This design comes from an exercise in tuning for small area, a short achievable clock period and few clock cycles on the open sky130 flow, not from production work. At most, simulation tests tie the RTL to the original design; equivalence was not proved. The RTL of run 9 was laid out without a check of its function.

===== flow/design.v =====
package sbda_pkg;
	localparam int VALUE_WIDTH_DEF = 32;
	localparam int BITS_PER_STAGE = 4;
	localparam int ND = 10;
	localparam int BW = 4 * (ND - 1) + 2;
	function automatic logic [BW-1:0] dabble1(input logic [BW-1:0] b, input logic bit_in);
		logic [BW-1:0] r;
		logic          c;
		c = bit_in;
		for (int d = 0; d < ND - 1; d++) begin
			logic d3, d2, d1, d0;
			{d3, d2, d1, d0} = b[d*4 +: 4];
			r[d*4]     = c;
			r[d*4 + 1] = (!d3 && !d2 && d0) || (d2 && d1 && !d0) || (d3 && !d0);
			r[d*4 + 2] = (d3 && !d0) || (!d2 && d1) || (d1 && d0);
			r[d*4 + 3] = (d3 && d0) || (d2 && !d1 && !d0);
			c = d3 || (d2 && (d1 || d0));
		end
		r[BW-2] = c;
		r[BW-1] = b[BW-2];
		dabble1 = r;
	endfunction
endpackage
module sbda_conv #(
	parameter int VALUE_WIDTH = sbda_pkg::VALUE_WIDTH_DEF
) (
	input  logic                          clk,
	input  logic                          arst_n,
	input  logic                          up_valid,
	output logic                          up_ready,
	input  logic [VALUE_WIDTH-1:0]        value,
	output logic                          dn_valid,
	input  logic                          dn_ready,
	output logic                          dn_neg,
	output logic [sbda_pkg::BW-1:0]       dn_bcd
);
	localparam int W  = VALUE_WIDTH;
	localparam int NN = W / 4;
	localparam int CW = $clog2(NN);
	localparam int BW = sbda_pkg::BW;
	logic          neg;
	logic [NN-1:0] nib_z, nib_f, low_z, nz;
	logic [CW-1:0] k0m1;
	logic          k0_z;
	logic [NN-1:0] above, top_oh, sel;
	logic [3:0]    f_nib;
	logic          f_bo;
	logic          f_busy;    
	logic          f_wait;    
	logic [CW-1:0] f_cnt;
	assign neg = value[W-1];
	always_comb begin
		for (int j = 0; j < NN; j++) begin
			nib_z[j] = (value[j*4 +: 4] == 4'h0);
			nib_f[j] = (value[j*4 +: 4] == 4'hF);
		end
		low_z[0] = 1'b1;
		for (int j = 1; j < NN; j++) low_z[j] = low_z[j-1] & nib_z[j-1];
		for (int j = 0; j < NN; j++)
			nz[j] = neg ? (!nib_f[j] || (!nib_z[j] && (j == 0 || nib_z[j == 0 ? 0 : j-1]))) : !nib_z[j];
		above[NN-1] = 1'b0;
		for (int j = NN - 2; j >= 0; j--) above[j] = above[j+1] | nz[j+1];
		for (int j = 0; j < NN; j++) begin
			top_oh[j] = (nz[j] || j == 0) && !above[j];
			sel[j]    = f_busy ? (f_cnt == CW'(j)) : top_oh[j];
		end
		k0_z  = !above[0];
		k0m1  = '0;
		f_nib = '0;
		f_bo  = 1'b0;
		for (int j = 0; j < NN; j++) begin
			if (top_oh[j]) k0m1 = k0m1 | CW'(j - 1);
			if (sel[j]) begin
				f_nib = f_nib | value[j*4 +: 4];
				f_bo  = f_bo | !low_z[j];
			end
		end
	end
	logic          c_v, c_first, c_last, c_neg, c_bo;
	logic [3:0]    c_nib;
	logic [BW-1:0] bcd;
	logic          d_done, d_neg;
	logic          d_accept, handoff, c_free, c_free_sure;
	logic          fetch_first, fetch_next;
	assign handoff     = d_done && dn_ready;
	assign d_accept    = c_v && (!d_done || dn_ready);
	assign c_free      = !c_v || d_accept;
	assign c_free_sure = !(c_v && c_first && d_done);
	assign fetch_first = up_valid && !f_busy && !f_wait && c_free;
	assign fetch_next  = f_busy && ((f_cnt == '0) ? c_free_sure : c_free);
	logic          rdy_q, rdy_nx;
	logic          f_wait_nx, f_busy_nx, c_v_nx, c_first_nx, d_done_nx;
	logic [CW-1:0] f_cnt_nx;
	always_comb begin
		f_wait_nx  = fetch_first && k0_z;
		f_busy_nx  = fetch_first ? !k0_z : (f_busy && !(fetch_next && f_cnt == '0));
		f_cnt_nx   = fetch_first ? k0m1 : (fetch_next ? f_cnt - 1'b1 : f_cnt);
		c_v_nx     = (fetch_first || fetch_next) || (c_v && !d_accept);
		c_first_nx = (fetch_first || fetch_next) ? fetch_first : c_first;
		d_done_nx  = d_accept ? c_last : (d_done && !handoff);
		rdy_nx     = f_wait_nx || (f_busy_nx && (f_cnt_nx == '0) && !(c_v_nx && c_first_nx && d_done_nx));
	end
	assign up_ready = rdy_q;
	always_ff @(posedge clk or negedge arst_n) begin
		if (!arst_n) begin
			f_busy <= 1'b0;
			f_wait <= 1'b0;
			rdy_q  <= 1'b0;
			c_v    <= 1'b0;
			d_done <= 1'b0;
		end else begin
			rdy_q <= rdy_nx;
			if (f_wait) f_wait <= 1'b0;
			if (fetch_first) begin
				if (k0_z) f_wait <= 1'b1;
				else f_busy <= 1'b1;
			end else if (fetch_next && f_cnt == '0) begin
				f_busy <= 1'b0;
			end
			if (fetch_first || fetch_next) c_v <= 1'b1;
			else if (d_accept) c_v <= 1'b0;
			if (d_accept) d_done <= c_last;
			else if (handoff) d_done <= 1'b0;
		end
	end
	always_ff @(posedge clk) begin
		if (fetch_first) f_cnt <= k0m1;
		else if (fetch_next) f_cnt <= f_cnt - 1'b1;
		if (fetch_first || fetch_next) begin
			c_nib   <= f_nib;
			c_bo    <= f_bo;
			c_neg   <= neg;
			c_first <= fetch_first;
			c_last  <= f_busy ? (f_cnt == '0) : k0_z;
		end
	end
	logic [3:0]    mbits;
	logic [BW-1:0] b_nx, b_dd, b_fv;
	always_comb begin
		logic orb;
		orb = c_bo;
		for (int t = 0; t < 4; t++) begin
			mbits[t] = c_nib[t] ^ (c_neg & orb);
			orb = orb | c_nib[t];
		end
		b_dd = bcd;
		for (int t = 3; t >= 0; t--) b_dd = sbda_pkg::dabble1(b_dd, mbits[t]);
		b_fv = '0;
		b_fv[7:0] = (mbits >= 4'd10) ? {4'd1, mbits - 4'd10} : {4'd0, mbits};
		b_nx = c_first ? b_fv : b_dd;
	end
	always_ff @(posedge clk) begin
		if (d_accept) begin
			bcd <= b_nx;
			if (c_first) d_neg <= c_neg;
		end
	end
	assign dn_valid = d_done;
	assign dn_neg   = d_neg;
	assign dn_bcd   = bcd;
endmodule
module sbda_ser (
	input  logic                    clk,
	input  logic                    arst_n,
	input  logic                    up_valid,
	output logic                    up_ready,
	input  logic                    up_neg,
	input  logic [sbda_pkg::BW-1:0] up_bcd,
	output logic                    char_valid,
	input  logic                    char_ready,
	output logic [7:0]              character,
	output logic                    last
);
	localparam int ND = sbda_pkg::ND;
	localparam int BW = sbda_pkg::BW;
	logic          s_busy, s_neg, s_atl;
	logic [3:0]    s_idx;
	logic [BW-1:0] s_bcd;
	logic          o_v, o_dash, o_last;
	logic [3:0]    o_lo;
	logic          emit, fin, load;
	logic [3:0]    lead, dig;
	logic [4*ND-1:0] bcd_ext;
	assign emit     = s_busy && (!o_v || char_ready);
	assign fin      = emit && s_atl;
	assign up_ready = !s_busy || fin;
	assign load     = up_valid && up_ready;
	always_comb begin
		lead = 4'd0;
		for (int d = 0; d < ND - 1; d++) if (up_bcd[d*4 +: 4] != 4'd0) lead = 4'(d);
		if (up_bcd[BW-1:BW-2] != 2'd0) lead = 4'(ND - 1);
		bcd_ext = {2'b00, s_bcd};
		dig = bcd_ext[s_idx*4 +: 4];
	end
	always_ff @(posedge clk or negedge arst_n) begin
		if (!arst_n) begin
			s_busy <= 1'b0;
			o_v    <= 1'b0;
		end else begin
			if (load) s_busy <= 1'b1;
			else if (fin) s_busy <= 1'b0;
			if (emit) o_v <= 1'b1;
			else if (char_ready) o_v <= 1'b0;
		end
	end
	always_ff @(posedge clk) begin
		if (emit) begin
			o_dash <= s_neg;
			o_lo   <= s_neg ? 4'hD : dig;
			o_last <= s_atl;
		end
		if (load) begin
			s_neg <= up_neg;
			s_idx <= lead;
			s_bcd <= up_bcd;
			s_atl <= !up_neg && (lead == 4'd0);
		end else if (emit) begin
			if (s_neg) begin
				s_neg <= 1'b0;
				s_atl <= (s_idx == 4'd0);
			end else begin
				s_idx <= s_idx - 1'b1;
				s_atl <= (s_idx == 4'd1);
			end
		end
	end
	assign char_valid = o_v;
	assign character  = {3'b001, !o_dash, o_lo};
	assign last       = o_last;
endmodule
module signed_binary_to_decimal_ascii_top #(
	parameter int VALUE_WIDTH = sbda_pkg::VALUE_WIDTH_DEF
) (
	input  logic                          clk,
	input  logic                          arst_n,
	input  logic                          value_valid,
	output logic                          value_ready,
	input  logic signed [VALUE_WIDTH-1:0] value,
	output logic                          char_valid,
	input  logic                          char_ready,
	output logic [7:0]                    character,
	output logic                          last
);
	logic                    cv_valid;
	logic                    cv_ready;
	logic                    cv_neg;
	logic [sbda_pkg::BW-1:0] cv_bcd;
	sbda_conv #(
		.VALUE_WIDTH(VALUE_WIDTH)
	) u_conv (
		.clk      (clk),
		.arst_n   (arst_n),
		.up_valid (value_valid),
		.up_ready (value_ready),
		.value    (value),
		.dn_valid (cv_valid),
		.dn_ready (cv_ready),
		.dn_neg   (cv_neg),
		.dn_bcd   (cv_bcd)
	);
	sbda_ser u_ser (
		.clk        (clk),
		.arst_n     (arst_n),
		.up_valid   (cv_valid),
		.up_ready   (cv_ready),
		.up_neg     (cv_neg),
		.up_bcd     (cv_bcd),
		.char_valid (char_valid),
		.char_ready (char_ready),
		.character  (character),
		.last       (last)
	);
endmodule

===== flow/flow/run.sh =====
#!/bin/bash
# Standard layout, with the port buffers made from buf_4 cells instead of the default pick.
bash standard.sh BUFFER_PORTS_ARGS="-buffer_cell sky130_fd_sc_hd__buf_4" finish > standard.log 2>&1

===== flow/standard.sh =====
#!/bin/bash
# synth_recipe.tcl (not shown) runs the flow's synth.tcl, then flattens the netlist and writes it again
# the make line also repeats each setting of config.mk as NAME=value (left out here)
make -C /OpenROAD-flow-scripts/flow DESIGN_CONFIG=/design/flow/config.mk WORK_HOME=/design/flow/orfs CLKGATE_MAP_FILE= SYNTH_SCRIPT=/design/flow/synth_recipe.tcl "${@:-finish}"

===== flow/config.mk =====
export PLATFORM = sky130hd
export DESIGN_NAME = signed_binary_to_decimal_ascii_top
export DESIGN_NICKNAME = signed_binary_to_decimal_ascii_top
export VERILOG_FILES = /design/flow/design.v
export SDC_FILE = /design/flow/constraint.sdc
export NUM_CORES = 4
export LEC_CHECK = 0
export ABC_AREA = 1
export CAP_MARGIN = 20
export CORE_MARGIN = 2
export CORE_UTILIZATION = 40
export SETUP_SLACK_MARGIN = 2.0
export SLEW_MARGIN = 20

===== flow/constraint.sdc =====
create_clock -name core_clock -period 4.0 [get_ports {clk}]
set_input_delay 0.8000 -clock core_clock [delete_from_list [all_inputs] [get_ports {clk}]]
set_output_delay 0.8000 -clock core_clock [all_outputs]
set_load 0.01 [all_outputs]

==> run notes, run 1 <==
shortest period the worst path allows 2060 ps; CTS Buf Count 9; CP required 4110 ps; YS warnings 2; skew final 12.3 ps; Worst slew margin 53.7%; drc violations 0; fin area 11,000 um^2; Skew-Pair Late Insertion Delay 350 ps; number of max-cap violations 0; setup TNS after final layout 0 ps; Max Slew Vio Count 0; crit-path max FO 4; Initial Util 41.1%; Top Ports 47; Congestion Overflow GR 0; register area 3140 um^2; post-route ant nets 0; EDFF count, synth 96; first-pass GRT wire length 30,700 um; top cells by area, synth edfxtp_1 37%, nand2_1 15%, nand3_1 6.3%, inv_1 6.1%, nor2_1 5.9%; GRT Util Overall 18.6%; post-synthesis sequential area ratio 40.4%; Critical Path AT 2170 ps; synthesized cell area 7770 um^2; Final Hold Viols 0; vias in the first global route 6,656; Synth cell types 54; Finish-stage setup viols 0; area share of the largest cell type after synthesis 37.1%; Vias/cell 5.07; Final Non-Filler Cells 1,495; final core occ 58.5%; CTS tree done; most frequent cells after synthesis 308 x nand2_1, 126 x inv_1, 122 x nor2_1; Clock Sinks 107; fillcell total 1,713; CP Capture Type register; First-pass DRT Iterations 5; multi-input logic area 5370 um^2; most frequent cell after synthesis nand2_1; status no timing/DRC/antenna violations; Cells after DPL 1,371; die area 20,600 um^2; startpoint types register; area grow syn2layout 42.1%; GP Congestion 0.822; core area 18,900 um^2; share of cells above drive strength 1 44.9%; Layout Nets 1,274; Port-buffer cells 43; DRT Wirelength 20,600 um; DIE WIDTH 143 um; asr flop ratio synth 6.54%; H-tree level count 3; Setup CP Type register to register; CTS Buffer Depth 2; Avg Cell Area, Syn 7.21 um^2; Reg2Reg Depth 13; leading area contributor after synthesis edfxtp_1; ys flop type edfxtp_1; Final WS setup 1940 ps; synthesis-stage register bit count 107; RSZ-0062 raised after global routing true; Ant. Diodes 0; largest net degree at the start of global routing 27; Placement Setup Slack 1240 ps; Root Buffer clkbuf_16; WL/cell 13.7 um; row cnt 50; f_max 487 MHz; 1st-iter DRT viols 360; post-synthesis cell count 1,078; Hold WS 256 ps; area of placed instances 8470 um^2; via count 7,579; Post-DP HPWL 13,700 um; Die Ht 143 um; initial antenna violation count 0; final worst path period share 51.4%; HP Class primary input to asynchronous set/reset pin; CTS clk-pin slew, worst paths 80 ps; pin slew with the least headroom to its limit 687 ps
[path summary, 6_finish.rpt]
path                                start  slack (ps)         endpoint
min in group core_clock    u_conv.bcd[37]         450  u_ser.s_bcd[37]
setup / recovery           u_conv.bcd[12]        1940   u_conv.bcd[17]
hold / removal                     arst_n         260    u_conv.f_busy
max in group asynchronous          arst_n        3610    u_conv.f_busy
hold reg to reg            u_conv.bcd[37]         450  u_ser.s_bcd[37]
setup reg to reg           u_conv.bcd[12]        1940   u_conv.bcd[17]
[layout make-up]
type	count	area share, %
timing repair inverter	1	0.0680
tap	260	2.95
clock inverter	6	0.646
multi-input combinational	801	48.6
timing repair buffer	151	11.5
inverter	159	5.71
sequential	107	28.4
clock buffer	10	2.07
[registers in the layout, indices dropped and copies added (netlist names), 3 cells and up]
signal / flops
u_ser.o_lo: 4
u_conv.bcd: 38
u_conv.f_cnt: 3
u_ser.s_bcd: 38
u_conv.c_nib: 4
u_ser.s_idx: 4
[metal layers]
layer | routed length, um | vias to the layer above | part of all wire, % | GRT usage (%)
li1 | - | 3860 | - | -
met1 | 8890 | 3549 | 43 | 24.3
met2 | 10600 | 150 | 52 | 32.3
met3 | 807 | 20 | 3.9 | 3.30
met4 | 215 | 0 | 1.0 | 4.18
met5 | 0 | - | 0 | 0
[critical path, cell delays in order, from the launching register on]
cell,delay [ps]
edfxtp_1,420
buf_6,150
nor2_4,130
o21ai_4,110
inv_4,100
nand2_4,70
o21ai_4,200
inv_2,80
nand3_1,110
nand3_2,150
nand3_1,120
nand3_1,70
nand2_1,60
inv_1,50
[logic make-up after synthesis]
group	count (synthesis)	synth area share [%]
fa+ha+maj	8	1.29
compound gates	173	14.0
mux	2	0.258
simple gates	610	34.9
other cells	2	0.0966
buf+inv	172	8.63
xor+xnor	4	0.451
flops	107	40.4
[layout by cell type, fill, tap and decap left out, types with 8 or more instances in the layout]
cell       netlist  routed
nand3_2         12      32
ha_1             8       8
o21ai_1         23      17
inv_2           29      53
nor2_2          11      35
a21oi_2          3      17
nand2_1        308     203
nand2_2         24      85
nand2_4          4      46
nor2_1         122      77
buf_4            5     125
o21ai_4          2      12
o21ai_0         43      29
edfxtp_1        96      96
clkbuf_16        0       9
o22ai_1         18      11
a21oi_1         45      29
inv_1          126      98
o21ai_2         12      22
nand3_4          0      13
buf_6            0      22
nand4_1         13      13
nor2_4           4      26
nand3_1         98      65
[what timing repair did]
action / in CTS / in global routing
buffers inserted: 35 / 71
setup endpoints to repair: 104 / 47
hold buffers: 0 / 0
hold endpoints to repair: 0 / 0
cloned: 2 / 0
pin swaps: 57 / 149
gates resized for setup: 82 / 314
Testbench counts, summed over its fixed seeds: cycles 22,057.
==> run 2, diff against run 1 <==
--- a/flow/config.mk
+++ b/flow/config.mk
@@ -11,3 +11,3 @@
 export CORE_UTILIZATION = 40
-export SETUP_SLACK_MARGIN = 2.0
+export SETUP_SLACK_MARGIN = 1.65
 export SLEW_MARGIN = 20
==> run notes, run 2 <==
share of cells above drive strength 1 17.1%; most frequent cells in the layout 305 x nand2_1, 124 x inv_1, 120 x nor2_1; Critical Path AT 2140 ps; synthesis-stage register bit count 107; First-pass DRT Iterations 5; asr flop ratio synth 6.54%; ys flop type edfxtp_1; setup TNS after final layout 0 ps; Worst slew margin 52.1%; Layout Nets 1,176; Hold WS 253 ps; drc violations 0; leading area contributor after synthesis edfxtp_1; H-tree level count 3; GRT Util Overall 17.7%; post-synthesis cell count 1,078; fillcell total 1,939; Root Buffer clkbuf_16; WL/cell 12.4 um; final core occ 46.5%; Ant. Diodes 0; number of max-cap violations 0; top cells by area, synth edfxtp_1 37%, nand2_1 15%, nand3_1 6.3%, inv_1 6.1%, nor2_1 5.9%; CTS clk-pin slew, worst paths 70 ps; Avg Cell Area, Syn 7.21 um^2; row cnt 50; CTS tree done; Congestion Overflow GR 0; most frequent cell after synthesis nand2_1; CTS Buffer Depth 2; shortest period the worst path allows 2170 ps; final worst path period share 54.3%; RSZ-0062 raised after global routing true; Post-DP HPWL 13,700 um; CTS Hold Bufs 0; CP delay by family, top buffers and inverters; crit path cell chain buf_4 -> inv_1 -> nand2_2 -> a21oi_4 -> inv_1 -> nor2_1 -> inv_1 -> nand2_1 -> clkinvlp_4; post-synthesis sequential area ratio 40.4%; YS warnings 2; Final WS setup 1830 ps; startpoint types primary input; multi-input logic area 4030 um^2; Setup CP Type primary input to register; core area 18,900 um^2; Initial Util 41.1%; area share of the largest cell type after synthesis 37.1%; most common cell after layout, fill and taps aside nand2_1; most frequent cells after synthesis 308 x nand2_1, 126 x inv_1, 122 x nor2_1; CTS Buf Count 9; Critical path buffers and inverters 5; initial antenna violation count 0; crit-path max FO 19; CP Capture Type register; Max Slew Vio Count 0; largest registers u_conv.bcd: 38 flops, u_ser.s_bcd: 38 flops; Final Hold Viols 0; status no timing/DRC/antenna violations; largest net degree at the start of global routing 28; DRT Wirelength 17,400 um; via count 6,936; Top Ports 47; HP Class primary input to asynchronous set/reset pin; largest stage delay on the critical path 450 ps; register area 3140 um^2; CP required 3970 ps; Vias/cell 4.96; 1st-iter DRT viols 408; EDFF count, synth 96; Port-buffer cells 43; Die Ht 143 um; area grow syn2layout 13.1%; post-route ant nets 0; pin slew with the least headroom to its limit 717 ps; synthesized cell area 7770 um^2; die area 20,600 um^2; fin area 8790 um^2; Clock Sinks 107; area of placed instances 8410 um^2; Final Non-Filler Cells 1,397; vias in the first global route 6,202; Top cell by count, worst path inv_1; f_max 460 MHz; first-pass GRT wire length 29,200 um; Placement Setup Slack 1160 ps; skew final 5.66 ps; Skew-Pair Late Insertion Delay 350 ps; slowest CP cell clkinvlp_4; GP Congestion 0.859; Cells after DPL 1,373; DIE WIDTH 143 um; Finish-stage setup viols 0; Synth cell types 54
[run 2: cell count changes in the layout (fill, tap and decap cells not counted), moves of 33 or more]
cell     before  now
nand2_1     203  305
buf_4       125   53
nand2_2      85   27
nor2_1       77  120
nand2_4      46    4
nand3_1      65   98
[run 2: metal layers]
layer,GRT usage [%],share of wire (%),routed length [um]
met1,24.3,48,8370
met2,29.1,46,8070
met3,3.60,4.0,703
met4,4.02,1.3,225
met5,0,0,0
[run 2: logic make-up after synthesis]
logic type,after synthesis,share of synthesized area (%)
other,2,0.0966
AO/OA/AOI/OAI,173,14.0
XOR/XNOR,4,0.451
adder cells (fa/ha/maj),8,1.29
flip-flops,107,40.4
buffers and inverters,172,8.63
multiplexers,2,0.258
AND/OR/NAND/NOR,610,34.9
[run 2: path summary, 6_finish.rpt]
kind,startpoint,endpoint,slack [ps],depth (start not counted)
setup / recovery,char_ready,u_conv.bcd[1],1830,9
hold / removal,arst_n,u_conv.rdy_q,250,1
setup reg to reg,u_conv.bcd[16],u_conv.bcd[32],1860,11
hold reg to reg,u_conv.bcd[36],u_ser.s_bcd[36],450,0
max in group asynchronous,arst_n,u_conv.f_busy,3620,1
min in group core_clock,u_conv.bcd[36],u_ser.s_bcd[36],450,0
[run 2: cell type report]
cell class,count,share of cell area (%)
multi-input cells,800,45.8
flip-flops and latches,107,35.7
inverters,159,6.89
repair buffers,54,4.75
well taps,260,3.70
clock buffers,10,2.60
clock inverters,6,0.455
repair inverters,1,0.0854
[run 2: timing repair]
item	in CTS	in global routing
endpoints found under the setup margin	38	30
pin swaps	0	2
setup buffers	0	7
gates cloned	1	0
gates resized for setup	1	7
==> run 3, diff against run 2 <==
--- a/flow/config.mk
+++ b/flow/config.mk
@@ -7,3 +7,3 @@
 export LEC_CHECK = 0
-export ABC_AREA = 1
+export ABC_AREA = 0
 export CAP_MARGIN = 20
==> run notes, run 3 <==
most frequent cells in the layout 262 x buf_4, 96 x edfxtp_1, 92 x nand2_1; GRT Util Overall 22.8%; largest net degree at the start of global routing 45; Port-buffer cells 43; most frequent cells after synthesis 96 x edfxtp_1, 96 x nand2_1, 93 x nor2_1; synthesized cell area 8900 um^2; initial antenna violation count 1; first-pass GRT wire length 44,500 um; vias in the first global route 8,878; reg2reg setup slack 1170 ps; Clock Sinks 107; met3 usage 3.57%; post-synthesis cell count 1,057; CTS Buf Count 9; skew final 11.9 ps; status no timing/DRC/antenna violations; most common cell after layout, fill and taps aside buf_4; post-synthesis sequential area ratio 35.3%; RR Endpoint u_conv.bcd[9]; Post-DP HPWL 16,400 um; number of max-cap violations 0; Layout Nets 1,358; Setup CP Type register to register; Final Hold Viols 0; drc violations 0; startpoint types register; pin slew with the least headroom to its limit 879 ps; leading area contributor after synthesis edfxtp_1; ys flop type edfxtp_1; top cells by area, synth edfxtp_1 32%, o21ai_0 4.4%, nand2_1 4.0%, nor2_1 3.9%, mux4_2 3.3%; die area 23,500 um^2; Die Ht 153 um; asr flop ratio synth 6.54%; f_max 354 MHz; Hold WS 243 ps; met1 Use GR 31.2%; H-tree level count 3; Ant. Diodes 0; RSZ-0062 raised after global routing true; Skew-Pair Late Insertion Delay 370 ps; Congestion Overflow GR 0; GP Congestion 0.849; largest stage delay on the critical path 440 ps; Reg2Reg Depth 11; CTS clk-pin slew, worst paths 80 ps; slowest CP cell edfxtp_1; CP required 4210 ps; Synth cell types 85; CTS Buffer Depth 2; Critical Path AT 3030 ps; Reg2Reg Launch Point u_conv.c_nib[0]; YS warnings 2; CTS tree done; HP Class primary input to asynchronous set/reset pin; crit path cell chain buf_6 -> o41ai_4 -> buf_6 -> xnor2_4 -> a41oi_2 -> o21ai_2 -> a211oi_2 -> buf_4 -> or3_1 -> a211o_1 -> a31oi_1; post-route ant nets 0; via count 9,894; core area 21,800 um^2; final worst path period share 70.7%; First-pass DRT Iterations 11; Top Ports 47; synthesis-stage register bit count 107; area grow syn2layout 50.7%; EDFF count, synth 96; Root Buffer clkbuf_16; largest registers u_conv.bcd: 38 flops, u_ser.s_bcd: 38 flops; setup TNS after final layout 0 ps; DIE WIDTH 153 um; Max Slew Vio Count 0; shortest period the worst path allows 2830 ps; Worst slew margin 41.4%; Initial Util 40.8%; area share of the largest cell type after synthesis 32.4%; WL/cell 19.1 um; CTS Hold Bufs 0; Finish-stage setup viols 0; share of cells above drive strength 1 43.4%; row cnt 54; Vias/cell 6.19; CP Capture Type register; Top cell by count, worst path buf_6; global routing's busiest layer met2; 1st-iter DRT viols 1,029; DRT Wirelength 30,600 um; crit-path max FO 5; met2 GRT Util 36.6%; Avg Cell Area, Syn 8.42 um^2
-- run 3: metal layers --
metal | share of wire [%] | up-vias
li1 | - | 4604
met1 | 42 | 4749
met2 | 49 | 449
met3 | 6.3 | 90
met4 | 3.1 | 2
met5 | 0.043 | -
-- run 3: worst max path at each step --
stage / startpoint / endpoint / slack, ps
6_report: u_conv.c_nib[0] / u_conv.bcd[9] / 1170
2_1_floorplan: u_conv.c_nib[2] / u_conv.bcd[5] / 1080
3_5_place_dp: u_conv.c_nib[2] / u_conv.bcd[5] / 800
4_1_cts: u_conv.c_bo / u_conv.bcd[5] / 1220
5_1_grt: u_conv.c_nib[0] / u_conv.bcd[9] / 1060
3_3_place_gp: u_conv.c_nib[2] / u_conv.bcd[5] / 870
-- run 3: cell type report --
cell class / instances / area (um^2)
flip-flops and latches: 107 / 3140
multi-input cells: 833 / 6820
clock inverters: 7 / 80.1
inverters: 46 / 195
repair buffers: 317 / 2610
fillers: 1730 / 8410
well taps: 280 / 350
clock buffers: 9 / 225
-- run 3: repair_timing --
| item | CTS | global route |
|---|---|---|
| resized for setup | 168 | 158 |
| setup endpoints to repair | 45 | 46 |
| endpoints found under the hold margin | 0 | 0 |
| buffers inserted | 155 | 104 |
| gates cloned | 2 | 0 |
| pin swaps | 84 | 105 |
-- run 3: through the flow --
step	util, %	setup slack (ps)	cells	instance area (um^2)
finish	61.5	1170	1599	13400
global route	61.5	1060	1599	13400
CTS	54.4	1220	1495	11900
detailed placement	44.1	802	1322	9620
global placement	44.1	867	1322	9620
floorplan	-	1080	1058	9210
-- run 3: worst max-delay path: cells and delay by family (launching register included) --
| family | cells | cell delay [ps] |
|---|---|---|
| DFF | 1 | 440 |
| AOI/OAI and AO/OA | 6 | 1280 |
| buffers and inverters | 3 | 480 |
| and+or+nand+nor | 1 | 310 |
| xor gates and xnor gates | 1 | 150 |
-- run 3: cell families after synthesis --
kind of cell             count (synthesis)  synth area share (%)
adder cells (fa/ha/maj)                 10                  1.35
buffers and inverters                  120                  5.26
AND/OR/NAND/NOR                        407                  23.0
AO/OA/AOI/OAI                          361                  27.7
flip-flops                             107                  35.3
other                                    2                0.0844
multiplexers                            35                  5.85
XOR/XNOR                                15                  1.48
==> run 4, diff against run 3 <==
--- a/flow/config.mk
+++ b/flow/config.mk
@@ -7,3 +7,3 @@
 export LEC_CHECK = 0
-export ABC_AREA = 0
+export ABC_AREA = 1
 export CAP_MARGIN = 20
@@ -11,2 +11,5 @@
 export CORE_UTILIZATION = 40
+export CTS_BUF_LIST = sky130_fd_sc_hd__clkbuf_8
+export CTS_CLUSTER_DIAMETER = 100
+export CTS_CLUSTER_SIZE = 40
 export SETUP_SLACK_MARGIN = 1.65
==> run notes, run 4 <==
First-pass DRT Iterations 5; Vias/cell 4.95; drc violations 0; DRT Wirelength 17,400 um; crit-path max FO 19; most frequent cells in the layout 304 x nand2_1, 125 x inv_1, 119 x nor2_1; CP delay by family, top buffers and inverters; most frequent cells after synthesis 308 x nand2_1, 126 x inv_1, 122 x nor2_1; Port-buffer cells 43; crit path cell chain buf_4 -> inv_1 -> nand2_2 -> a21oi_4 -> inv_1 -> nor2_1 -> inv_1 -> nand2_1 -> clkinvlp_4; skew final 9.14 ps; post-synthesis sequential area ratio 40.4%; status no timing/DRC/antenna violations; RR Endpoint u_conv.bcd[20]; area grow syn2layout 12.2%; GP Congestion 0.859; CTS tree done; Final WS setup 1830 ps; Critical path buffers and inverters 5; Ant. Diodes 0; CP Capture Type register; register area 3140 um^2; multi-input logic area 4040 um^2; Setup CP Type primary input to register; Worst slew margin 52.2%; WL/cell 12.5 um; via count 6,931; largest registers u_conv.bcd: 38 flops, u_ser.s_bcd: 38 flops; post-route ant nets 0; CTS Buf Count 9; fillcell total 1,945; Reg2Reg Launch Point u_conv.bcd[16]; Critical Path Start char_ready; area share of the largest cell type after synthesis 37.1%; area of placed instances 8410 um^2; Critical Path AT 2150 ps; most frequent cell after synthesis nand2_1; RSZ-0062 raised after global routing true; Layout Nets 1,178; setup TNS after final layout 0 ps; first-pass GRT wire length 29,200 um; Skew-Pair Late Insertion Delay 370 ps; synthesized cell area 7770 um^2; Clock Sinks 107; share of cells above drive strength 1 17.5%; met3 routed WL 824 um; CP Depth 9; YS warnings 2; Initial Util 41.1%; post-synthesis cell count 1,078; synthesis-stage register bit count 107; most common cell after layout, fill and taps aside nand2_1; Congestion Overflow GR 0; EDFF count, synth 96; Reg2Reg Depth 12; core area 18,900 um^2; Finish-stage setup viols 0; CTS Hold Bufs 0; final worst path period share 54.3%; CTS clk-pin slew, worst paths 90 ps; CTS Buffer Depth 2; Metal-1 WL 8310 um; slowest CP cell clkinvlp_4; HP Class primary input to asynchronous set/reset pin; top routing layer used met4; die area 20,600 um^2; met2 WL 8130 um; vias in the first global route 6,184; number of max-cap violations 0; Placement Setup Slack 1160 ps; top cells by area, synth edfxtp_1 37%, nand2_1 15%, nand3_1 6.3%, inv_1 6.1%, nor2_1 5.9%; Die Ht 143 um; startpoint types primary input; f_max 461 MHz; ys flop type edfxtp_1; Top cell by count, worst path inv_1; largest stage delay on the critical path 460 ps; Avg Cell Area, Syn 7.21 um^2; Final Hold Viols 0; pin slew with the least headroom to its limit 715 ps; Root Buffer clkbuf_8; shortest period the worst path allows 2170 ps; GRT Util Overall 17.7%; initial antenna violation count 0; row cnt 50; 1st-iter DRT viols 378; critical path endpoint u_conv.bcd[36]; largest net degree at the start of global routing 28; fin area 8720 um^2; H-tree level count 3; Top Ports 47; reg2reg setup slack 1830 ps; DIE WIDTH 143 um; Max Slew Vio Count 0; leading area contributor after synthesis edfxtp_1; Synth cell types 54; asr flop ratio synth 6.54%; Post-DP HPWL 13,700 um; CP required 3980 ps
[run 4: how the worst min path moves through the flow]
stage	to	startpoint	cells past startpoint	slack, ps
after floorplan	u_ser.s_bcd[37]	u_conv.bcd[37]	0	430
after global placement	u_ser.s_bcd[36]	u_conv.bcd[36]	0	440
after detailed placement	u_ser.s_bcd[36]	u_conv.bcd[36]	0	440
after CTS	u_ser.o_v	arst_n	1	210
after global routing	u_ser.o_v	arst_n	1	200
final	u_ser.o_v	arst_n	1	230
[run 4: cells by family (layout without fill, tap and decap cells)]
logic type,Yosys count,count (layout),synth area share (%)
other cells,2,3,0.0966
mux,2,2,0.258
compound gates,173,173,14.0
buf+inv,172,232,8.63
flops,107,107,40.4
simple gates,610,610,34.9
xor+xnor,4,4,0.451
fa+ha+maj,8,8,1.29
[run 4: area by class of cell]
cell class | instances | area share [%]
Clock buffer | 9 | 1.42
Clock inverter | 7 | 0.502
Inverter | 159 | 6.94
Multi-Input combinational cell | 800 | 46.4
Sequential cell | 107 | 36.0
Tap cell | 260 | 3.73
Timing Repair Buffer | 56 | 4.96
Timing Repair inverter | 1 | 0.0861
[run 4: worst reg2reg max path, stage by stage, from the launching register on]
cell and delay (ps):
edfxtp_1 490, inv_2 80, nand2_1 130, nand2_1 70, nand2_1 130, nand2_2 80
o21ai_2 210, inv_2 80, nor2_1 150, inv_1 70, o21ai_1 130, o21ai_1 120
a21oi_1 240
[run 4: layer usage]
metal / GRT usage, % / vias to the layer above
met3: 3.63 / 13
met1: 24.3 / 3099
met2: 29.2 / 132
met5: 0 / -
li1: - / 3687
met4: 3.41 / 0
[run 4: timing repair]
action / 4_1_cts / 5_1_grt
pin swaps: 0 / 2
gates resized for setup: 1 / 13
endpoints found under the setup margin: 38 / 12
cloned: 1 / 0
setup buffers: 0 / 9
[run 4: metrics by stage]
| stage | hold WS, ps | cells | utilization [%] |
|---|---|---|---|
| after global routing | 204 | 1399 | 46.2 |
| final | 226 | 1399 | 46.2 |
| after CTS | 205 | 1390 | 45.5 |
| after detailed placement | 441 | 1373 | 44.5 |
| after global placement | 438 | 1373 | 44.5 |
| after floorplan | 427 | 1079 | - |
==> run 5, diff against run 4 <==
==> flow/flow/run.sh (replaced) <==
#!/bin/bash
# Standard layout, with the port buffers made from buf_2 cells instead of the default pick.
bash standard.sh BUFFER_PORTS_ARGS="-buffer_cell sky130_fd_sc_hd__buf_2" finish > standard.log 2>&1
--- a/flow/config.mk
+++ b/flow/config.mk
@@ -11,5 +11,2 @@
 export CORE_UTILIZATION = 40
-export CTS_BUF_LIST = sky130_fd_sc_hd__clkbuf_8
-export CTS_CLUSTER_DIAMETER = 100
-export CTS_CLUSTER_SIZE = 40
 export SETUP_SLACK_MARGIN = 1.65
==> run notes, run 5 <==
Placement Setup Slack 1160 ps; most frequent cell after synthesis nand2_1; Finish-stage setup viols 0; met2 GRT Util 29.2%; asr flop ratio synth 6.54%; Setup CP Type register to register; met3 usage 3.80%; synthesis-stage register bit count 107; post-synthesis cell count 1,078; Worst slew margin 57.9%; area share of the largest cell type after synthesis 37.1%; row cnt 50; Ant. Diodes 0; largest net degree at the start of global routing 27; vias in the first global route 6,326; CTS tree done; RSZ-0062 raised after global routing true; Avg Cell Area, Syn 7.21 um^2; global routing's busiest layer met2; post-synthesis sequential area ratio 40.4%; final worst path period share 55.6%; ys flop type edfxtp_1; Skew-Pair Late Insertion Delay 360 ps; Final Hold Viols 0; die area 20,600 um^2; synthesized cell area 7770 um^2; GP Congestion 0.876; CTS Hold Bufs 0; Final WS setup 1780 ps; YS warnings 2; Critical Path AT 2340 ps; Post-DP HPWL 13,400 um; Clock Sinks 107; via count 6,939; Vias/cell 4.96; shortest period the worst path allows 2220 ps; CTS clk-pin slew, worst paths 70 ps; f_max 450 MHz; initial antenna violation count 0; CTS Buffer Depth 2; WL/cell 12.5 um; Max Slew Vio Count 0; Port-buffer cells 43; Synth cell types 54; number of max-cap violations 0; post-route ant nets 0; skew final 14.1 ps; Layout Nets 1,177; status no timing/DRC/antenna violations; DRT Wirelength 17,500 um; setup TNS after final layout 0 ps; drc violations 0; HP Class primary input to asynchronous set/reset pin; top cells by area, synth edfxtp_1 37%, nand2_1 15%, nand3_1 6.3%, inv_1 6.1%, nor2_1 5.9%; CP required 4120 ps; Die Ht 143 um; First-pass DRT Iterations 5; Top Ports 47; 1st-iter DRT viols 447; CP Capture Type register; H-tree level count 3; area grow syn2layout 12.5%; DIE WIDTH 143 um; first-pass GRT wire length 29,300 um; most frequent cells in the layout 304 x nand2_1, 124 x inv_1, 119 x nor2_1; largest registers u_conv.bcd: 38 flops, u_ser.s_bcd: 38 flops; Initial Util 41.1%; share of cells above drive strength 1 17.8%; pin slew with the least headroom to its limit 625 ps; most frequent cells after synthesis 308 x nand2_1, 126 x inv_1, 122 x nor2_1; met1 Use GR 23.8%; crit-path max FO 22; core area 18,900 um^2; most common cell after layout, fill and taps aside nand2_1; GRT Util Overall 17.8%; CTS Buf Count 9; leading area contributor after synthesis edfxtp_1; EDFF count, synth 96; Root Buffer clkbuf_16; startpoint types register; Congestion Overflow GR 0
-- run 5: final timing paths --
kind	startpoint	to	slack (ps)	cells after the start
setup / recovery	u_ser.s_idx[0]	u_ser.o_lo[1]	1780	7
hold / removal	arst_n	u_conv.d_done	260	1
setup reg to reg	u_ser.s_idx[0]	u_ser.o_lo[1]	1780	7
hold reg to reg	u_conv.bcd[37]	u_ser.s_bcd[37]	470	0
max in group asynchronous	arst_n	u_conv.f_busy	3570	1
min in group core_clock	u_conv.bcd[37]	u_ser.s_bcd[37]	470	0
-- run 5: area by class of cell --
type / count / area (um^2)
multi-input cells: 800 / 4050
clock inverters: 7 / 86.3
fillers: 1928 / 10100
repair inverters: 1 / 7.51
inverters: 159 / 606
well taps: 260 / 325
repair buffers: 55 / 308
clock buffers: 9 / 225
flip-flops and latches: 107 / 3140
-- run 5: cell families after synthesis --
logic type | synth area share [%]
AND/OR/NAND/NOR | 34.9
AO/OA/AOI/OAI | 14.0
buffers and inverters | 8.63
flip-flops | 40.4
adder cells (fa/ha/maj) | 1.29
XOR/XNOR | 0.451
other | 0.0966
multiplexers | 0.258
-- run 5: layer usage --
| layer | wire length, um | up-vias |
|---|---|---|
| met5 | 0 | - |
| met4 | 244 | 0 |
| met3 | 824 | 21 |
| met2 | 8100 | 144 |
| met1 | 8320 | 3106 |
| li1 | - | 3668 |
-- run 5: critical path, cell delays in order (launching register included) --
cell and delay, ps:
edfxtp_1 320, buf_4 250, clkinv_1 480, o21ai_0 350, o22ai_1 140, a221o_1 330, nand2_1 70, inv_1 40
-- run 5: metrics by stage --
stage	instance area, um^2	std cells	util [%]	hold WS, ps
2_1_floorplan	7800	1079	-	427
3_3_place_gp	8300	1372	43.9	442
3_5_place_dp	8300	1372	43.9	453
4_1_cts	8620	1389	45.6	262
5_1_grt	8750	1398	46.3	271
6_report	8750	1398	46.3	264
-- run 5: timing repair --
item	4_1_cts	5_1_grt
pin swaps	0	3
endpoints found under the setup margin	38	37
setup buffers	0	9
gates resized for setup	1	16
gates cloned	1	0
==> run 6, diff against run 5 <==
==> flow/flow/run.sh (replaced) <==
#!/bin/bash
# Standard layout with two changes in how it is made:
#  - the port buffers are buf_4 cells instead of the default pick;
#  - ABC maps the logic with an area-recovering script (flow/abc_area.script) in place of
#    ORFS's abc_area.script; everything else in ORFS's scripts is used as it is.
set -e
rm -rf orfs_scripts
cp -r "$FLOW_HOME/scripts" orfs_scripts
cp flow/abc_area.script orfs_scripts/abc_area.script
bash standard.sh SCRIPTS_DIR="$PWD/orfs_scripts" BUFFER_PORTS_ARGS="-buffer_cell sky130_fd_sc_hd__buf_4" finish > standard.log 2>&1
==> flow/flow/abc_area.script (new file) <==
strash
dch
map -a
topo
stime -c
==> run notes, run 6 <==
status no timing/DRC/antenna violations; Finish-stage setup viols 0; final worst path period share 66.9%; number of max-cap violations 0; asr flop ratio synth 6.54%; Root Buffer clkbuf_16; Synth cell types 37; Congestion Overflow GR 0; fin area 11,000 um^2; WL/cell 15.9 um; Hold WS 247 ps; Reg2Reg Launch Point u_conv.bcd[7]; most frequent cell after synthesis clkinv_1; share of cells above drive strength 1 54.1%; Skew-Pair Late Insertion Delay 360 ps; via count 7,401; core area 17,100 um^2; CTS clk-pin slew, worst paths 70 ps; largest registers u_conv.bcd: 38 flops, u_ser.s_bcd: 38 flops; startpoint types register; skew final 20.9 ps; shortest period the worst path allows 2680 ps; drc violations 0; CP Capture Type register; Max Slew Vio Count 0; H-tree level count 3; crit-path max FO 4; EDFF count, synth 96; area of placed instances 7890 um^2; Die Ht 136 um; CTS tree done; initial antenna violation count 0; most frequent cells after synthesis 200 x clkinv_1, 156 x nor2_1, 96 x edfxtp_1; Vias/cell 5.45; CTS Hold Bufs 0; row cnt 48; leading area contributor after synthesis edfxtp_1; Port-buffer cells 43; Post-DP HPWL 12,000 um; synthesis-stage register bit count 107; area share of the largest cell type after synthesis 41.6%; Critical Path Start u_conv.bcd[7]; Initial Util 40.5%; largest net degree at the start of global routing 28; Ant. Diodes 0; synthesized cell area 6930 um^2; first-pass GRT wire length 30,200 um; CTS Buffer Depth 2; Worst slew margin 46.6%; Final Hold Viols 0; post-synthesis sequential area ratio 45.3%; HP Class primary input to asynchronous set/reset pin; post-synthesis cell count 913; 1st-iter DRT viols 507; top cells by area, synth edfxtp_1 42%, clkinv_1 11%, nor2_1 8.4%, o21ai_0 6.3%, a21oi_1 5.3%; area grow syn2layout 59.3%; Reg2Reg Depth 13; CP required 4090 ps; Avg Cell Area, Syn 7.59 um^2; GRT Util Overall 20.5%; die area 18,400 um^2; Critical Path AT 2760 ps; pin slew with the least headroom to its limit 799 ps; DRT Wirelength 21,600 um; most common cell after layout, fill and taps aside buf_4; final core occ 64.5%; CTS Buf Count 9; most frequent cells in the layout 180 x buf_4, 96 x edfxtp_1, 89 x clkinv_1; ys flop type edfxtp_1; f_max 374 MHz; First-pass DRT Iterations 5; Clock Sinks 107; DIE WIDTH 136 um; Top Ports 47; RSZ-0062 raised after global routing true; YS warnings 2; Layout Nets 1,174; Setup CP Type register to register; setup TNS after final layout 0 ps; post-route ant nets 0; RR Endpoint u_conv.bcd[7]; reg2reg setup slack 1320 ps; vias in the first global route 6,425; GP Congestion 0.888
==> run 6: layout make-up <==
class / count / area (um^2)
Sequential cell: 107 / 3140
Multi-Input combinational cell: 604 / 4790
Timing Repair Buffer: 208 / 1670
Tap cell: 225 / 282
Clock inverter: 5 / 63.8
Inverter: 200 / 866
Fill cell: 1288 / 6070
Clock buffer: 9 / 225
==> run 6: what timing repair did <==
| action | in CTS | in global routing |
|---|---|---|
| resized for setup | 184 | 321 |
| cloned | 0 | 0 |
| setup endpoints to repair | 50 | 58 |
| setup buffers | 94 | 65 |
| pin swaps | 52 | 113 |
==> run 6: through the flow <==
stage          instances  worst slack (ps)
3_5_place_dp        1185               903
2_1_floorplan        914              1370
5_1_grt             1358              1190
6_report            1358              1320
3_3_place_gp        1185               893
4_1_cts             1293              1390
==> run 6: per-layer routing <==
metal / track usage [%] / share of wire [%] / vias to the layer above
met3: 4.19 / 4.1 / 42
met1: 26.2 / 41 / 3566
met5: 0 / 0 / -
met2: 35.5 / 53 / 214
li1: - / - / 3579
met4: 4.86 / 1.8 / 0
==> run 6: how the worst max path moves through the flow <==
stage	end	slack, ps
after floorplan	u_conv.c_nib[3]	1370
after global placement	u_conv.rdy_q	890
after detailed placement	u_conv.c_nib[3]	900
after CTS	u_conv.bcd[1]	1390
after global routing	u_conv.bcd[7]	1190
final	u_conv.bcd[7]	1320
==> run 6: critical path, stage by stage, from the launching register on <==
cell and delay (ps):
edfxtp_1 400, buf_4 170, clkinv_1 90, o22ai_2 230
clkinv_1 120, nor2_1 180, clkinv_1 160, a21oi_2 290
clkinv_1 170, o21ai_1 170, a21oi_2 80, buf_4 140
a22oi_2 140, nor2_1 60
==> run 6: cell families after synthesis <==
group	Yosys count	share of synthesized area [%]
and+or+nand+nor	331	19.8
AOI/OAI and AO/OA	256	21.4
buffers and inverters	203	11.2
DFF	107	45.3
adders and majority gates	8	1.44
xor gates and xnor gates	5	0.632
other	2	0.108
muxes	1	0.162
==> run 7, diff against run 6 <==
==> flow/flow/abc_area.script (replaced) <==
strash
ifraig
scorr
dc2
strash
dch -f
map -a
topo
==> run notes, run 7 <==
status no timing/DRC/antenna violations; YS warnings 2; Avg Cell Area, Syn 7.52 um^2; complex-gate fraction of the synthesized area 19.1%; Worst slew margin 47.4%; number of max-cap violations 0; synthesis-stage register bit count 107; post-synthesis sequential area ratio 44.9%; largest stage delay on the critical path 300 ps; pin slew with the least headroom to its limit 781 ps; row cnt 48; Clock Sinks 107; f_max 360 MHz; startpoint types primary input; RSZ-0062 raised after global routing true; core area 17,200 um^2; largest registers u_conv.bcd: 38 flops, u_ser.s_bcd: 38 flops; Synth Area in Simple Gates 23.6%; met3 routed WL 524 um; DRT Wirelength 19,800 um; Initial Util 40.7%; Congestion Overflow GR 0; synthesized cell area 6990 um^2; Top Ports 47; CTS tree done; largest net degree at the start of global routing 39; EDFF count, synth 96; Die Ht 136 um; fin area 10,700 um^2; Hold WS 242 ps; fraction of the mapped netlist area in adder cells 1.43%; Metal-1 WL 8910 um; drc violations 0; share of cells above drive strength 1 46.2%; Top cell by count, worst path buf_4; post-synthesis cell count 930; Final WS setup 1230 ps; via count 7,127; most frequent cells after synthesis 187 x clkinv_1, 174 x nor2_1, 121 x nand2_1; Final Hold Viols 0; slowest CP cell a32oi_1; CTS clk-pin slew, worst paths 70 ps; met2 WL 10,000 um; First-pass DRT Iterations 5; setup TNS after final layout 0 ps; area share of the largest cell type after synthesis 41.2%; area of placed instances 7770 um^2; ys flop type edfxtp_1; final worst path period share 69.4%; Synth cell types 35; HP Class primary input to asynchronous set/reset pin; crit path cell chain buf_8 -> nor4_4 -> buf_4 -> o21ai_4 -> nor3_4 -> buf_4 -> buf_4 -> nand3_1 -> o21ai_4 -> clkinv_1 -> o21ai_0 -> o311ai_1 -> a32oi_1; H-tree level count 3; Vias/cell 5.28; Setup CP Type primary input to register; GRT Util Overall 19.0%; die area 18,600 um^2; most frequent cells in the layout 151 x buf_4, 105 x nand2_1, 102 x clkinv_1, 102 x nor2_1, 96 x edfxtp_1; Placement Setup Slack 818 ps; vias in the first global route 6,158; top routing layer used met4; post-route ant nets 0; CTS Hold Bufs 0; CP Capture Type register; Max Slew Vio Count 0; most common cell after layout, fill and taps aside buf_4; 1st-iter DRT viols 412; first-pass GRT wire length 28,300 um; Finish-stage setup viols 0; Skew-Pair Late Insertion Delay 350 ps; Post-DP HPWL 12,000 um; Root Buffer clkbuf_16; Ant. Diodes 0; crit-path max FO 4; Layout Nets 1,163; CTS Buffer Depth 2; leading area contributor after synthesis edfxtp_1; asr flop ratio synth 6.54%; WL/cell 14.7 um; area grow syn2layout 52.5%; post-synthesis mux area share 0%; skew final 9.23 ps; XOR/XNOR share of the synthesized area 0.501%; Critical Path AT 2910 ps; main combinational cell family by area after synthesis simple AND/OR/NAND/NOR gates; Port-buffer cells 43; CTS Buf Count 9; GP Congestion 0.873; CP required 4140 ps; shortest period the worst path allows 2770 ps; DIE WIDTH 136 um; initial antenna violation count 0; top cells by area, synth edfxtp_1 41%, clkinv_1 10%, nor2_1 9.3%, nand2_1 6.5%, a21oi_1 4.8%; most frequent cell after synthesis clkinv_1
## run 7: cell types whose count changed after synthesis, moves of 5 or more
cell	before	now
nand2_1	93	121
o21ai_0	87	66
o22ai_1	34	14
nor2_1	156	174
clkinv_1	200	187
nor3_1	14	25
a22oi_1	14	24
o32ai_1	0	10
a211oi_1	8	1
a21oi_1	74	67
nand4_1	5	12
a31oi_1	11	16
## run 7: cell families (layout without fill, tap and decap cells)
family | after synthesis | count (layout)
simple gates | 395 | 395
compound gates | 224 | 224
buf+inv | 190 | 383
flops | 107 | 107
fa+ha+maj | 8 | 8
xor+xnor | 4 | 4
other cells | 2 | 3
## run 7: worst max-delay path, delay by kind of cell
kind | cells | cell delay, ps
AOI/OAI and AO/OA | 5 | 860
buffers and inverters | 5 | 650
and+or+nand+nor | 3 | 600
## run 7: final cells by class
cell class	count	area [um^2]
fillers	1416	6510
multi-input cells	634	4710
flip-flops and latches	107	3140
repair buffers	180	1490
inverters	187	766
well taps	225	282
clock buffers	9	225
clock inverters	7	52.6
## run 7: path summary, 6_finish.rpt
kind / start / end / slack, ps / cells after the start
max in group asynchronous: arst_n / u_conv.d_done / 3640 / 1
min: arst_n / u_ser.o_v / 240 / 1
max: value[25] / u_conv.c_bo / 1230 / 13
min reg2reg: u_conv.bcd[35] / u_ser.s_bcd[35] / 490 / 0
max reg2reg: u_conv.f_busy / u_conv.c_bo / 1400 / 7
min in group core_clock: u_conv.bcd[35] / u_ser.s_bcd[35] / 490 / 0
## run 7: stage by stage
stage	instances	util (%)
after floorplan	931	-
after global placement	1198	45.2
after detailed placement	1198	45.2
after CTS	1280	53.0
after global routing	1349	62.1
final	1349	62.1
## run 7: per-layer routing
metal | track usage, % | vias up
li1 | - | 3576
met1 | 25.1 | 3378
met2 | 32.8 | 146
met3 | 2.50 | 27
met4 | 4.80 | 0
met5 | 0 | -
## run 7: timing repair
item / 4_1_cts / 5_1_grt
buffers inserted: 66 / 68
pin swaps: 42 / 114
endpoints found under the setup margin: 48 / 47
gates resized for setup: 157 / 299
==> run 8, diff against run 7 <==
==> flow/flow/abc_area.script (replaced) <==
strash
dch -f
map -B 0.9
topo
stime -c
buffer -c
upsize -c
dnsize -c
==> run notes, run 8 <==
status no timing/DRC/antenna violations; Avg Cell Area, Syn 7.05 um^2; vias in the first global route 6,191; Die Ht 143 um; Ant. Diodes 0; most common cell after layout, fill and taps aside nand2_1; 1st-iter DRT viols 479; first-pass GRT wire length 29,000 um; Max Slew Vio Count 0; die area 20,400 um^2; post-route ant nets 0; skew final 13.2 ps; Critical Path Start value[7]; pin slew with the least headroom to its limit 684 ps; most frequent cell after synthesis nand2_1; HP Class primary input to asynchronous set/reset pin; Top Ports 47; CTS tree done; Root Buffer clkbuf_16; Worst slew margin 54.1%; largest registers u_conv.bcd: 38 flops, u_ser.s_bcd: 38 flops; H-tree level count 3; WL/cell 12.8 um; CTS Hold Bufs 0; initial antenna violation count 0; RR Endpoint u_conv.bcd[24]; reg2reg setup slack 1850 ps; area share of the largest cell type after synthesis 37.5%; DIE WIDTH 143 um; EDFF count, synth 96; asr flop ratio synth 6.54%; Finish-stage setup viols 0; Final Non-Filler Cells 1,384; area grow syn2layout 13.6%; most frequent cells after synthesis 314 x nand2_1, 143 x inv_1, 132 x nor2_1; most frequent cells in the layout 309 x nand2_1, 138 x inv_1, 125 x nor2_1; Skew-Pair Late Insertion Delay 360 ps; Setup CP Type primary input to register; setup TNS after final layout 0 ps; Initial Util 41.0%; Reg2Reg Launch Point u_conv.bcd[8]; row cnt 50; Cells after DPL 1,359; CTS Buffer Depth 2; synthesized cell area 7690 um^2; core area 18,800 um^2; post-synthesis cell count 1,091; shortest period the worst path allows 2260 ps; CTS Buf Count 9; synthesis-stage register bit count 107; Congestion Overflow GR 0; critical path endpoint u_conv.c_bo; startpoint types primary input; number of max-cap violations 0; largest net degree at the start of global routing 27; Clock Sinks 107; GRT Util Overall 17.8%; via count 6,988; CP Capture Type register; Vias/cell 5.05; ys flop type edfxtp_1; Post-DP HPWL 13,700 um; Synth cell types 49; Reg2Reg Depth 12; crit-path max FO 4; GP Congestion 0.892; Port-buffer cells 43; top cells by area, synth edfxtp_1 37%, nand2_1 15%, nand3_1 7.4%, inv_1 7.0%, nor2_1 6.4%; YS warnings 2; Layout Nets 1,189; f_max 443 MHz; Final Hold Viols 0; leading area contributor after synthesis edfxtp_1; DRT Wirelength 17,700 um; RSZ-0062 raised after global routing true; drc violations 0; CTS clk-pin slew, worst paths 70 ps; Critical Path AT 2350 ps; CP required 4090 ps; post-synthesis sequential area ratio 40.8%; First-pass DRT Iterations 7; final worst path period share 56.5%; share of cells above drive strength 1 15.0%
-- run 8: critical path: stages --
cell     delay, ps
buf_4          120
nor2_1         120
nand2_2         90
nor2_2         120
nand3_1         90
or2_0          220
or2_2          290
o21ai_0        170
nand3_1        120
nor2_1         120
nand3_1         80
-- run 8: kinds of logic (layout without fill, tap and decap cells) --
family          count (synthesis)  in the layout  share of synthesized area, %
compound gates                164            164                          13.0
xor+xnor                        3              3                         0.439
fa+ha+maj                       8              8                          1.30
buf+inv                       176            234                          8.90
flops                         107            107                          40.8
mux                             1              1                         0.130
other cells                     2              3                        0.0976
simple gates                  630            630                          35.3
-- run 8: layout make-up --
cell class,instances,area (um^2)
Timing Repair Buffer,54,405
Clock buffer,10,229
Tap cell,234,293
Multi-Input combinational cell,809,3960
Timing Repair inverter,1,7.51
Fill cell,1859,10000
Inverter,163,623
Clock inverter,6,82.6
Sequential cell,107,3140
-- run 8: stage by stage --
stage	util (%)	worst slack, ps	hold WS [ps]	cell area (um^2)
6_report	46.6	1740	242	8740
5_1_grt	46.6	1630	230	8740
4_1_cts	45.9	1710	235	8620
3_5_place_dp	44.2	1220	437	8300
3_3_place_gp	44.2	1280	435	8300
2_1_floorplan	-	1650	427	7730
-- run 8: how the worst min path moves through the flow --
stage | endpoint | start | slack (ps)
after floorplan | u_ser.s_bcd[37] | u_conv.bcd[37] | 430
after global placement | u_ser.s_bcd[36] | u_conv.bcd[36] | 440
after detailed placement | u_ser.s_bcd[36] | u_conv.bcd[36] | 440
after CTS | u_ser.s_busy | arst_n | 240
after global routing | u_ser.s_busy | arst_n | 230
final | u_ser.s_busy | arst_n | 240
-- run 8: layer usage --
layer / track usage (%) / wire (um) / vias up
met5: 0 / 0 / -
met4: 5.05 / 360 / 0
met3: 3.72 / 647 / 25
met2: 29.6 / 8310 / 137
met1: 23.7 / 8370 / 3133
li1: - / - / 3693
-- run 8: repair_timing --
action                                  in CTS  in global routing
buffers inserted                             0                  8
hold endpoints to repair                     0                  0
endpoints found under the setup margin      40                 19
cloned                                       1                  0
resized for setup                            2                 19
==> run 9, diff against run 8 <==
--- a/flow/design.v
+++ b/flow/design.v
@@ -178,4 +178,9 @@
 	logic [BW-1:0] s_bcd;
-	logic          o_v, o_dash, o_last;
+	logic          o_v, o_b4, o_last;
 	logic [3:0]    o_lo;
+	logic          k_v, k_b4, k_last;
+	logic [3:0]    k_lo;
+	logic          take;
+	logic          e_b4, e_last;
+	logic [3:0]    e_lo;
 	logic          emit, fin, load;
@@ -183,3 +188,7 @@
 	logic [4*ND-1:0] bcd_ext;
-	assign emit     = s_busy && (!o_v || char_ready);
+	assign emit     = s_busy && !k_v;
+	assign take     = o_v && char_ready;
+	assign e_b4     = !s_neg;
+	assign e_lo     = s_neg ? 4'hD : dig;
+	assign e_last   = s_atl;
 	assign fin      = emit && s_atl;
@@ -198,2 +207,3 @@
 			o_v    <= 1'b0;
+			k_v    <= 1'b0;
 		end else begin
@@ -201,4 +211,5 @@
 			else if (fin) s_busy <= 1'b0;
-			if (emit) o_v <= 1'b1;
-			else if (char_ready) o_v <= 1'b0;
+			if (!o_v || take) o_v <= k_v || emit;
+			if (k_v) k_v <= !take;
+			else k_v <= emit && o_v && !take;
 		end
@@ -206,6 +217,17 @@
 	always_ff @(posedge clk) begin
-		if (emit) begin
-			o_dash <= s_neg;
-			o_lo   <= s_neg ? 4'hD : dig;
-			o_last <= s_atl;
+		if (!o_v || take) begin
+			if (k_v) begin
+				o_b4   <= k_b4;
+				o_lo   <= k_lo;
+				o_last <= k_last;
+			end else if (emit) begin
+				o_b4   <= e_b4;
+				o_lo   <= e_lo;
+				o_last <= e_last;
+			end
+		end
+		if (emit && !k_v) begin
+			k_b4   <= e_b4;
+			k_lo   <= e_lo;
+			k_last <= e_last;
 		end
@@ -227,3 +249,3 @@
 	assign char_valid = o_v;
-	assign character  = {3'b001, !o_dash, o_lo};
+	assign character  = {3'b001, o_b4, o_lo};
 	assign last       = o_last;
==> flow/flow/run.sh (replaced) <==
#!/bin/bash
# Standard layout, with the port buffers made from buf_4 cells instead of the default pick.
bash standard.sh BUFFER_PORTS_ARGS="-buffer_cell sky130_fd_sc_hd__buf_4" finish > standard.log 2>&1
--- a/flow/config.mk
+++ b/flow/config.mk
@@ -11,3 +11,3 @@
 export CORE_UTILIZATION = 40
-export SETUP_SLACK_MARGIN = 1.65
+export SETUP_SLACK_MARGIN = 1.5
 export SLEW_MARGIN = 20
removed: flow/flow/abc_area.script
==> run notes, run 9 <==
shortest period the worst path allows 2230 ps; YS warnings 2; met3 usage 3.52%; RSZ-0062 raised after global routing false; area grow syn2layout 15.2%; CTS Buf Count 17; Synth cell types 51; post-synthesis sequential area ratio 42.0%; Die Ht 145 um; Final Hold Viols 0; Vias/cell 4.94; number of max-cap violations 0; met1 Use GR 23.5%; Synth Area in Simple Gates 35.0%; XOR/XNOR share of the synthesized area 0.550%; Max Slew Vio Count 0; top cells by area, synth edfxtp_1 38%, nand2_1 15%, inv_1 6.9%, nand3_1 6.9%, nor2_1 6.3%; CTS Buffer Depth 2; met2 GRT Util 28.7%; Layout Nets 1,205; WL/cell 12.6 um; Critical Path AT 2450 ps; area share of the largest cell type after synthesis 38.5%; Worst slew margin 46.5%; H-tree level count 4; CP required 4220 ps; most frequent cells in the layout 328 x nand2_1, 147 x inv_1, 133 x nor2_1; most common cell after layout, fill and taps aside nand2_1; EDFF count, synth 102; status no timing/DRC/antenna violations; Finish-stage setup viols 0; DIE WIDTH 145 um; slowest CP cell dfrtp_1; fraction of the mapped netlist area in adder cells 1.26%; DRT Wirelength 18,100 um; GP Congestion 0.863; first-pass GRT wire length 30,300 um; ys flop type edfxtp_1; synthesis-stage register bit count 114; complex-gate fraction of the synthesized area 12.6%; Avg Cell Area, Syn 7.17 um^2; Congestion Overflow GR 0; most frequent cell after synthesis nand2_1; HP Class primary input to asynchronous set/reset pin; skew final 10.2 ps; Critical path buffers and inverters 3; crit path cell chain inv_1 -> a21oi_4 -> nor2_4 -> buf_6 -> inv_1 -> nor2_1 -> nand3_1 -> o31ai_1; Initial Util 40.8%; die area 21,100 um^2; setup TNS after final layout 0 ps; largest net degree at the start of global routing 46; startpoint types register; crit-path max FO 45; CTS tree done; via count 7,103; Top Ports 47; share of cells above drive strength 1 12.2%; CP Capture Type register; final core occ 47.0%; Top cell by count, worst path inv_1; synthesized cell area 7960 um^2; main combinational cell family by area after synthesis simple AND/OR/NAND/NOR gates; most frequent cells after synthesis 328 x nand2_1, 147 x inv_1, 133 x nor2_1; Skew-Pair Late Insertion Delay 410 ps; CTS Hold Bufs 0; CP delay by family, top buffers and inverters; 1st-iter DRT viols 358; CTS clk-pin slew, worst paths 50 ps; core area 19,500 um^2; Ant. Diodes 0; Post-DP HPWL 13,700 um; pin slew with the least headroom to its limit 801 ps; leading area contributor after synthesis edfxtp_1; asr flop ratio synth 7.02%; Port-buffer cells 43; First-pass DRT Iterations 6; row cnt 51; drc violations 0; largest stage delay on the critical path 500 ps; largest registers u_conv.bcd: 38 flops, u_ser.s_bcd: 38 flops; GRT Util Overall 17.4%; Root Buffer clkbuf_16; Setup CP Type register to register; global routing's busiest layer met2; post-route ant nets 0; vias in the first global route 6,414; final worst path period share 55.6%; post-synthesis mux area share 0.126%; Hold WS 195 ps; initial antenna violation count 0; f_max 449 MHz; Clock Sinks 114; post-synthesis cell count 1,110
==> run 9: cell count changes after synthesis, moves of 4 or more <==
cell | previous run | this run
o21ai_0 | 51 | 60
nand3_1 | 113 | 109
o21ai_1 | 16 | 5
inv_2 | 17 | 9
inv_1 | 143 | 147
o22ai_1 | 12 | 16
nand2_1 | 314 | 328
edfxtp_1 | 96 | 102
o22ai_2 | 6 | 2
==> run 9: path summary, 6_finish.rpt <==
check                           cells after the start              end  slack (ps)            from
min in group core_clock                             0  u_ser.s_bcd[36]         470  u_conv.bcd[36]
worst max register to register                      8      u_ser.s_atl        1770       u_ser.k_v
max in group asynchronous                           1     u_conv.rdy_q        3680          arst_n
worst min-delay path                                1        u_ser.k_v         190          arst_n
worst min register to register                      0  u_ser.s_bcd[36]         470  u_conv.bcd[36]
worst max-delay path                                8      u_ser.s_atl        1770       u_ser.k_v
==> run 9: worst reg2reg max path, stage by stage, from the launching register on <==
cell     delay, ps
dfrtp_1        500
inv_1          240
a21oi_4        110
nor2_4          90
buf_6          330
inv_1          140
nor2_1         240
nand3_1        110
o31ai_1        280
==> run 9: kinds of logic (layout without fill, tap and decap cells) <==
family / after synthesis / after routing
AND/OR/NAND/NOR: 641 / 641
buffers and inverters: 174 / 236
AO/OA/AOI/OAI: 165 / 165
flip-flops: 114 / 114
adder cells (fa/ha/maj): 8 / 8
XOR/XNOR: 5 / 5
other: 2 / 3
multiplexers: 1 / 1
==> run 9: per-layer routing <==
layer / share of wire, % / vias up
met1: 49 / 3217
met4: 1.1 / 0
met2: 47 / 116
li1: - / 3759
met3: 3.1 / 11
met5: 0 / -
==> run 9: repair_timing <==
action                                  in CTS  in global routing
setup buffers                                0                  1
endpoints found under the setup margin       0                  3
resized for setup                            0                  1
==> run 9: layout make-up <==
class / count / area [um^2]
clock buffers: 18 / 429
clock inverters: 13 / 161
fillers: 2011 / 10400
inverters: 158 / 593
multi-input cells: 823 / 3960
flip-flops and latches: 114 / 3340
well taps: 265 / 332
repair buffers: 47 / 357
==> run 9: through the flow <==
stage | worst slack (ps) | area (um^2) | cells
after floorplan | 1810 | 7970 | 1111
after global placement | 1460 | 8570 | 1406
after detailed placement | 1430 | 8570 | 1406
after CTS | 1600 | 9160 | 1437
after global routing | 1530 | 9170 | 1438
final | 1770 | 9170 | 1438

-- port drivers added, routing unchanged --
How much do the figures lean on ideal ports? The routed layouts below were timed once more, with nothing changed but the port constraints.
Step 1 (the two cells are an assumption about what drives the block):
set clk [get_ports {clk}]
set_driving_cell -lib_cell sky130_fd_sc_hd__clkbuf_16 $clk
set_driving_cell -lib_cell sky130_fd_sc_hd__buf_2 [delete_from_list [all_inputs] $clk]
Step 2 times the ports against the registers' clock, not the clock port: input delays grow and output delays shrink by t, the midpoint of the rising clock arrivals with the driver on.
Slacks: ideal / step 1 / step 2; pairs: ideal / step 1.
run	shift t [ns]	slack for setup (ns)	worst setup path at the end
run 1	0.391	1.945 / 1.945 / 1.668	input to register
run 2	0.387	1.826 / 1.845 / 1.459	input to register
run 3	0.410	1.173 / 1.173 / 0.987	input to register
run 4	0.401	1.829 / 1.831 / 1.444	input to register
run 5	0.396	1.775 / 1.775 / 1.476	input to register
run 6	0.391	1.324 / 1.324 / 0.964	input to register
run 7	0.389	1.226 / 1.231 / 0.842	input to register
run 8	0.397	1.741 / 1.762 / 1.365	input to register
run 9	0.452	1.775 / 1.775 / 1.407	input to register
After both steps setup and hold are still met in every run listed. For run 4, which loses most, drivers alone change the setup slack by +0.002 ns; drivers and shift together by -0.385 ns.
